From an optimization exercise on the open Yosys and OpenROAD flow, aimed at small area; shortcuts taken in it are not production practice. The RTL was checked by simulation tests, not by an equivalence proof against the original design. Power figures rest on the tool's default switching activity, not on a simulated workload.

==> flow/design.v <==
module csr_file_m #(
  parameter int          NUM_HPM   = 4,
  parameter int          CNT_WIDTH = 64,
  parameter logic [31:0] HART_ID   = 32'd0,
  localparam int         HPM_W     = (NUM_HPM > 0) ? NUM_HPM : 1
) (
  input  logic             clk,
  input  logic             rst,
  input  logic             csr_access,
  input  logic [11:0]      csr_addr,
  input  logic [1:0]       csr_wtype,
  input  logic [31:0]      csr_woperand,
  output logic [31:0]      csr_rdata,
  output logic             csr_illegal,
  input  logic             retire,
  input  logic             trap_valid,
  input  logic             trap_is_irq,
  input  logic [30:0]      trap_cause,
  input  logic [31:0]      trap_pc,
  input  logic [31:0]      trap_tval,
  input  logic             mret,
  input  logic             irq_ext,
  input  logic             irq_timer,
  input  logic             irq_sw,
  input  logic [HPM_W-1:0] hpm_event,
  output logic [31:0]      trap_target,
  output logic [31:0]      mepc,
  output logic             irq_pending,
  output logic [30:0]      irq_cause
);
  localparam int          NCNT       = 3 + NUM_HPM;
  localparam logic [63:0] HPM_MASK64 = ((64'd1 << NUM_HPM) - 64'd1) << 3;
  localparam logic [31:0] INH_MASK   = 32'h5 | HPM_MASK64[31:0];
  localparam logic [31:0] MIE_MASK   = 32'h888;
  logic                 mstatus_mie, mstatus_mpie;
  logic [31:0]          mie_q, mscratch_q, mepc_q, mcause_q, mtval_q, minhibit_q;
  logic [29:0]          mtvec_base;
  logic                 mtvec_mode;
  logic                 mip_ext, mip_tim, mip_sw;
  logic [CNT_WIDTH-1:0] cnt_q [NCNT];
  logic [NCNT-1:0]      cnt_inc;
  logic [31:0]          rd, wdata, mstatus_rd, mip_rd, mtvec_rd;
  logic                 impl, cnt_region, cnt_impl, commit, cnt_wr;
  logic [4:0]           cnt_idx;
  logic [63:0]          cnt_ext, cnt_tmp;
  logic [CNT_WIDTH-1:0] cnt_sel, cnt_wval;
  logic                 pend_e, pend_t, pend_s;
  assign mstatus_rd = {19'd0, 2'b11, 3'd0, mstatus_mpie, 3'd0, mstatus_mie, 3'd0};
  assign mip_rd     = {20'd0, mip_ext, 3'd0, mip_tim, 3'd0, mip_sw, 3'd0};
  assign mtvec_rd   = {mtvec_base, 1'b0, mtvec_mode};
  always_comb begin
    cnt_idx    = csr_addr[4:0];
    cnt_region = (csr_addr[11:5] == 7'b1011000) || (csr_addr[11:5] == 7'b1011100);
    cnt_impl   = (cnt_idx == 5'd0) || (cnt_idx == 5'd2) ||
                 ((cnt_idx >= 5'd3) && (int'(cnt_idx) < NCNT));
    cnt_sel    = '0;
    for (int i = 0; i < NCNT; i++) begin
      if (cnt_idx == 5'(i)) cnt_sel = cnt_q[i];
    end
    cnt_ext = '0;
    cnt_ext[CNT_WIDTH-1:0] = cnt_sel;
  end
  always_comb begin
    rd   = '0;
    impl = 1'b1;
    case (csr_addr)
      12'h300: rd = mstatus_rd;
      12'h304: rd = mie_q;
      12'h305: rd = mtvec_rd;
      12'h320: rd = minhibit_q;
      12'h340: rd = mscratch_q;
      12'h341: rd = mepc_q;
      12'h342: rd = mcause_q;
      12'h343: rd = mtval_q;
      12'h344: rd = mip_rd;
      12'hF14: rd = HART_ID;
      default: begin
        if (cnt_region && cnt_impl) rd = csr_addr[7] ? cnt_ext[63:32] : cnt_ext[31:0];
        else impl = 1'b0;
      end
    endcase
  end
  assign csr_rdata   = rd;
  assign csr_illegal = csr_access &&
                       (!impl || ((csr_wtype != 2'b00) && (csr_addr[11:10] == 2'b11)));
  always_comb begin
    case (csr_wtype)
      2'd2:    wdata = rd & ~csr_woperand;
      2'd3:    wdata = rd | csr_woperand;
      default: wdata = csr_woperand;
    endcase
  end
  always_comb begin
    cnt_tmp = cnt_ext;
    if (csr_addr[7]) cnt_tmp[63:32] = wdata;
    else             cnt_tmp[31:0]  = wdata;
    cnt_wval = cnt_tmp[CNT_WIDTH-1:0];
  end
  assign commit = csr_access && (csr_wtype != 2'b00) && !csr_illegal;
  assign cnt_wr = commit && !trap_valid && !mret && cnt_region;
  always_comb begin
    cnt_inc    = '0;
    cnt_inc[0] = !minhibit_q[0];
    cnt_inc[2] = retire && !minhibit_q[2];
    for (int k = 0; k < NUM_HPM; k++) begin
      cnt_inc[3+k] = hpm_event[k] && !minhibit_q[3+k];
    end
  end
  always_ff @(posedge clk or posedge rst) begin
    if (rst) begin
      for (int i = 0; i < NCNT; i++) cnt_q[i] <= '0;
    end else begin
      for (int i = 0; i < NCNT; i++) begin
        if (cnt_wr && (cnt_idx == 5'(i))) cnt_q[i] <= cnt_wval;
        else if (cnt_inc[i])              cnt_q[i] <= cnt_q[i] + 1'b1;
      end
    end
  end
  always_ff @(posedge clk or posedge rst) begin
    if (rst) begin
      mip_ext <= 1'b0;
      mip_tim <= 1'b0;
      mip_sw  <= 1'b0;
    end else begin
      mip_ext <= irq_ext;
      mip_tim <= irq_timer;
      mip_sw  <= irq_sw;
    end
  end
  always_ff @(posedge clk or posedge rst) begin
    if (rst) begin
      mstatus_mie  <= 1'b0;
      mstatus_mpie <= 1'b0;
      mie_q        <= '0;
      mtvec_base   <= '0;
      mtvec_mode   <= 1'b0;
      minhibit_q   <= '0;
      mscratch_q   <= '0;
      mepc_q       <= '0;
      mcause_q     <= '0;
      mtval_q      <= '0;
    end else if (trap_valid) begin
      mepc_q       <= {trap_pc[31:2], 2'b00};
      mcause_q     <= {trap_is_irq, trap_cause};
      mtval_q      <= trap_tval;
      mstatus_mpie <= mstatus_mie;
      mstatus_mie  <= 1'b0;
    end else if (mret) begin
      mstatus_mie  <= mstatus_mpie;
      mstatus_mpie <= 1'b1;
    end else if (commit) begin
      case (csr_addr)
        12'h300: begin
          mstatus_mie  <= wdata[3];
          mstatus_mpie <= wdata[7];
        end
        12'h304: mie_q <= wdata & MIE_MASK;
        12'h305: begin
          mtvec_base <= wdata[31:2];
          mtvec_mode <= (wdata[1:0] == 2'b01);
        end
        12'h320: minhibit_q <= wdata & INH_MASK;
        12'h340: mscratch_q <= wdata;
        12'h341: mepc_q     <= {wdata[31:2], 2'b00};
        12'h342: mcause_q   <= wdata;
        12'h343: mtval_q    <= wdata;
        default: ;
      endcase
    end
  end
  assign mepc        = mepc_q;
  assign pend_e      = mie_q[11] && mip_ext;
  assign pend_t      = mie_q[7]  && mip_tim;
  assign pend_s      = mie_q[3]  && mip_sw;
  assign irq_pending = mstatus_mie && (pend_e || pend_t || pend_s);
  always_comb begin
    irq_cause = '0;
    if (mstatus_mie) begin
      if (pend_e)      irq_cause = 31'd11;
      else if (pend_s) irq_cause = 31'd3;
      else if (pend_t) irq_cause = 31'd7;
    end
  end
  always_comb begin
    trap_target = {mtvec_base, 2'b00};
    if (mtvec_mode && trap_is_irq)
      trap_target = {mtvec_base, 2'b00} + {25'd0, trap_cause[4:0], 2'b00};
  end
endmodule
==> flow/run.sh <==
#!/bin/bash
# synth_recipe.tcl (not shown) runs the flow's synth.tcl, then flattens the netlist and writes it again
# the make line also repeats each setting of config.mk as NAME=value (left out here)
make -C /OpenROAD-flow-scripts/flow DESIGN_CONFIG=/design/flow/config.mk WORK_HOME=/design/flow/orfs CLKGATE_MAP_FILE= SYNTH_SCRIPT=/design/flow/synth_recipe.tcl finish
==> flow/config.mk <==
export PLATFORM = sky130hd
export DESIGN_NAME = csr_file_m
export DESIGN_NICKNAME = csr_file_m
export VERILOG_FILES = /design/flow/design.v
export SDC_FILE = /design/flow/constraint.sdc
export NUM_CORES = 4
export LEC_CHECK = 0
export CAP_MARGIN = 20
export CORE_MARGIN = 2
export CORE_UTILIZATION = 40
export SLEW_MARGIN = 20
==> flow/constraint.sdc <==
create_clock -name core_clock -period 6.0 [get_ports {clk}]
set_input_delay 1.2000 -clock core_clock [delete_from_list [all_inputs] [get_ports {clk}]]
set_output_delay 1.2000 -clock core_clock [all_outputs]
set_load 0.01 [all_outputs]
==> results.sh <==
export IMPL_outcome="timing/DRC/antenna clean"
export IMPL_vias_per_cell=6.57
export IMPL_syn_cell_area_um2=40400
export IMPL_cts_hold_buffers=0
export IMPL_grt_ovfl_total=0
export IMPL_synth_top_area_cell="dfrtp_1"
export IMPL_synth_simple_area_share_pct=23.5
export IMPL_grt_pass1_wl_mm=293
export IMPL_drt_iter0_markers=5671
export IMPL_tns_ns=0
export IMPL_synth_area_mux_share_pct=3.87
export IMPL_path_class="in2out"
export IMPL_vias=41600
export IMPL_first_global_vias=38900
export IMPL_syn_inst=4730
export IMPL_cts_resized=0
export IMPL_syn_to_final_growth_pct=19.4
export IMPL_gp_congestion=1.07
export IMPL_synthAdderAreaFrac_pct=0.391
export IMPL_cp_data_arrival_time_ns=4.56
export IMPL_ios=284
export IMPL_cp_max_fo=34
export IMPL_cts_setup_buffers=0
export IMPL_drtAntennaViolNets=0
export IMPL_whs_ns=0.371
export IMPL_synth_edf_count=0
export IMPL_worst_path_largest_cell_delay_ns=0.66
export IMPL_yosysWarningCount=2
export IMPL_cts_buffers=75
export IMPL_ys_types=107
export IMPL_insertion_delay_ns=0.66
export IMPL_finalHoldViolCount=0
export IMPL_synthArstFlopShare_pct=100
export IMPL_power_density_nw_per_um2=236
export IMPL_worst_pin_slew_ns=1.13
export IMPL_hp_class="reg2reg"
export IMPL_cts_tree="yes"
export IMPL_grt_max_degree=137
export IMPL_synth_top_family_by_area="simple AND/OR/NAND/NOR gates"
export IMPL_ys_seq_area_share_pct=38.4
export IMPL_worstPathCellList="buf_2 -> or3b_1 -> buf_12 -> a211oi_1 -> a211oi_1 -> o31ai_1 -> nand3_1 -> clkdlybuf4s50_1"
export IMPL_required_ns=4.80
export IMPL_critPathLaunchType="input port"
export IMPL_crit_path_frequent_cell="a211oi_1"
export IMPL_clockRootBuffer="clkbuf_16"
export IMPL_leakage_uw=0.0203
export IMPL_clkSinkCount=619
export IMPL_ys_ff_latch=619
export IMPL_slew_violations=0
export IMPL_hpwl_mm=158
export IMPL_totalWireLength_mm=207
export IMPL_yosys_area_share_xor_xnor_pct=8.40
export IMPL_synthFlopType="dfrtp_1"
export IMPL_drv_cap=0
export IMPL_syn_area_per_cell_um2=8.53
export IMPL_period_minus_slack_ns=5.76
export IMPL_design_core_area_um2=100000
export IMPL_synth_compound_area_share_pct=19.8
export IMPL_nets=5145
export IMPL_slew_headroom_pct=24.3
export IMPL_die_x_um=322
export IMPL_post_drt_wl_per_cell_um=32.7
export IMPL_slowest_stage="o31ai_1"
export IMPL_end_kind="output port"
export IMPL_firstDrtPassIters=7
export IMPL_synthTopCellsByArea="dfrtp_1 (38%), xnor2_1 (5.3%), nor2_1 (5.0%)"
export IMPL_p_total_uw=11400
export IMPL_skew_ns=0.0260
export IMPL_rows=116
export IMPL_drc=0
export IMPL_synthDominantCellAreaShare_pct=38.4
export IMPL_rsz0062_at_grt="false"
export IMPL_htreeDepth=3
export IMPL_die_area_um2=103000
export IMPL_track_usage_pct=39.4
export IMPL_vdd_ir_drop_max_mv=0.164
export IMPL_die_height_um=322
export IMPL_max_freq_ghz=0.174
export IMPL_port_buffers=250
export IMPL_setup_violations=0
export IMPL_initial_utilization_pct=40.4
export IMPL_fin_crit_sh_pct=96.1
export IMPL_cts_max_path_buffers=3
export IMPL_drive_gt1_share_pct=11.8
export IMPL_clkTransAtPathRegs_ns=0.06
export IMPL_grt_antenna_before_repair=11
[flip-flops by register name, indices dropped and copies added (netlist names), 3 cells and up]
signal / cells
mcause_q: 32
cnt_q: 448
mtvec_base: 30
mepc_q: 30
minhibit_q: 6
mtval_q: 32
mie_q: 3
mscratch_q: 32
[worst paths after layout]
kind | start | end | slack, ns | cells after the start
max | csr_addr[4] | csr_rdata[30] | 0.24 | 8
min | cnt_q[1][57] | cnt_q[1][57] | 0.37 | 0
max reg2reg | minhibit_q[0] | cnt_q[0][63] | 2.49 | 8
min reg2reg | cnt_q[1][57] | cnt_q[1][57] | 0.37 | 0
max in group asynchronous | rst | cnt_q[3][62] | 3.52 | 3
min in group asynchronous | rst | cnt_q[4][13] | 1.06 | 2
[worst max-delay path, delay by kind of cell]
family | cells | cell delay, ns
simple gates | 2 | 0.92
buf+inv | 3 | 1.08
compound gates | 3 | 1.32
[where the power goes]
group | total [uW] | internal (uW) | switching [uW]
clock | 5030 | 3020 | 2010
combinational | 1720 | 633 | 1080
sequential | 4650 | 4370 | 279
[layer usage]
metal	routed length [um]	global-route usage (%)	vias to the layer above	part of all wire [%]
met5	132	0	-	0.064
met4	14500	23.6	16	7.0
met3	25600	11.5	616	12
met2	86600	57.3	2860	42
met1	80200	51.7	20500	39
li1	-	-	17700	-
[cell families (layout without fill, tap and decap cells)]
kind of cell    count (synthesis)  count (layout)
xor+xnor                      387             387
fa+ha+maj                      12              12
simple gates                 1832            1832
compound gates               1228            1228
buf+inv                       523             800
other cells                     1              33
mux                           128             128
flops                         619             619
[through the flow]
step                worst slack [ns]  util [%]  instance area (um^2)  std cells
floorplan                      -3.65         -                 40500       4760
global placement               0.358      45.5                 45500       6199
detailed placement             0.368      45.5                 45500       6199
CTS                            0.340      48.2                 48200       6335
global route                   0.251      48.2                 48200       6336
finish                         0.237      48.2                 48200       6337
[synth_stat cells, drive strengths merged (12+ instances only)]
library cell  number
a211oi            28
a21o              15
a21oi            404
a221o             50
a221oi            35
a222oi            12
a22o              13
a22oi             39
a2bb2oi           30
a31oi            109
and2              38
and3              86
and3b             15
and4              35
buf              169
clkbuf           253
dfrtp            619
inv               99
mux2              35
mux2i             74
mux4              19
nand2            316
nand2b            23
nand3            219
nand3b            16
nand4            122
nor2             545
nor2b             28
nor3             124
nor3b             96
nor4              68
o211ai            18
o21a              25
o21ai            243
o221ai            29
o22a              17
o22ai             19
o2bb2ai           14
o31ai             40
or2               20
or3               30
or4               13
xnor2            242
xor2             145
[layout by cell type, fill, tap and decap left out, types with 57 or more instances in the layout]
cell type and count:
a21oi_1 403, a31oi_1 103, and3_1 85, buf_4 287, clkbuf_16 79, clkdlybuf4s50_1 242, dfrtp_1 619, inv_1 97
mux2i_1 74, nand2_1 313, nand3_1 217, nand4_1 122, nor2_1 536, nor3_1 115, nor3b_1 93, nor4_1 57
o21ai_0 226, xnor2_1 242, xor2_1 145
[cell type report]
type | count | area (um^2)
multi-input combinational | 3618 | 22900
inverter | 101 | 383
sequential | 619 | 15500
clock inverter | 29 | 410
fill | 9637 | 51800
clock buffer | 107 | 2230
antenna | 2 | 5.00
timing repair buffer | 563 | 5180
tap | 1298 | 1620

afterwards: timing with drivers on the ports:
No port has a modelled driver above. Below, the same layout with a new extraction and two added sets of constraints.
Step 1 sets driving cells, clkbuf_16 on the clock port and buf_2 on the other inputs (assumed; they add their load-dependent delay and slew).
Step 2 times the ports against the registers' clock, not the clock port: input delays grow and output delays shrink by t, the midpoint of the rising clock arrivals with the driver on.
Three values: no drivers, after step 1, after step 2; two values: the first two.
shift t [ns]: 0.730
setup slack, ns: 0.237 / 0.217 / 0.217
latest minus earliest clock arrival (ns): 0.027 / 0.027
worst register clock-pin slew, ns: 0.07 / 0.07
worst slew at a driven data input, ns: 0.09
After both steps this run still meets setup and hold. The setup slack of this run moves by -0.020 ns with the drivers and by -0.020 ns with both steps.
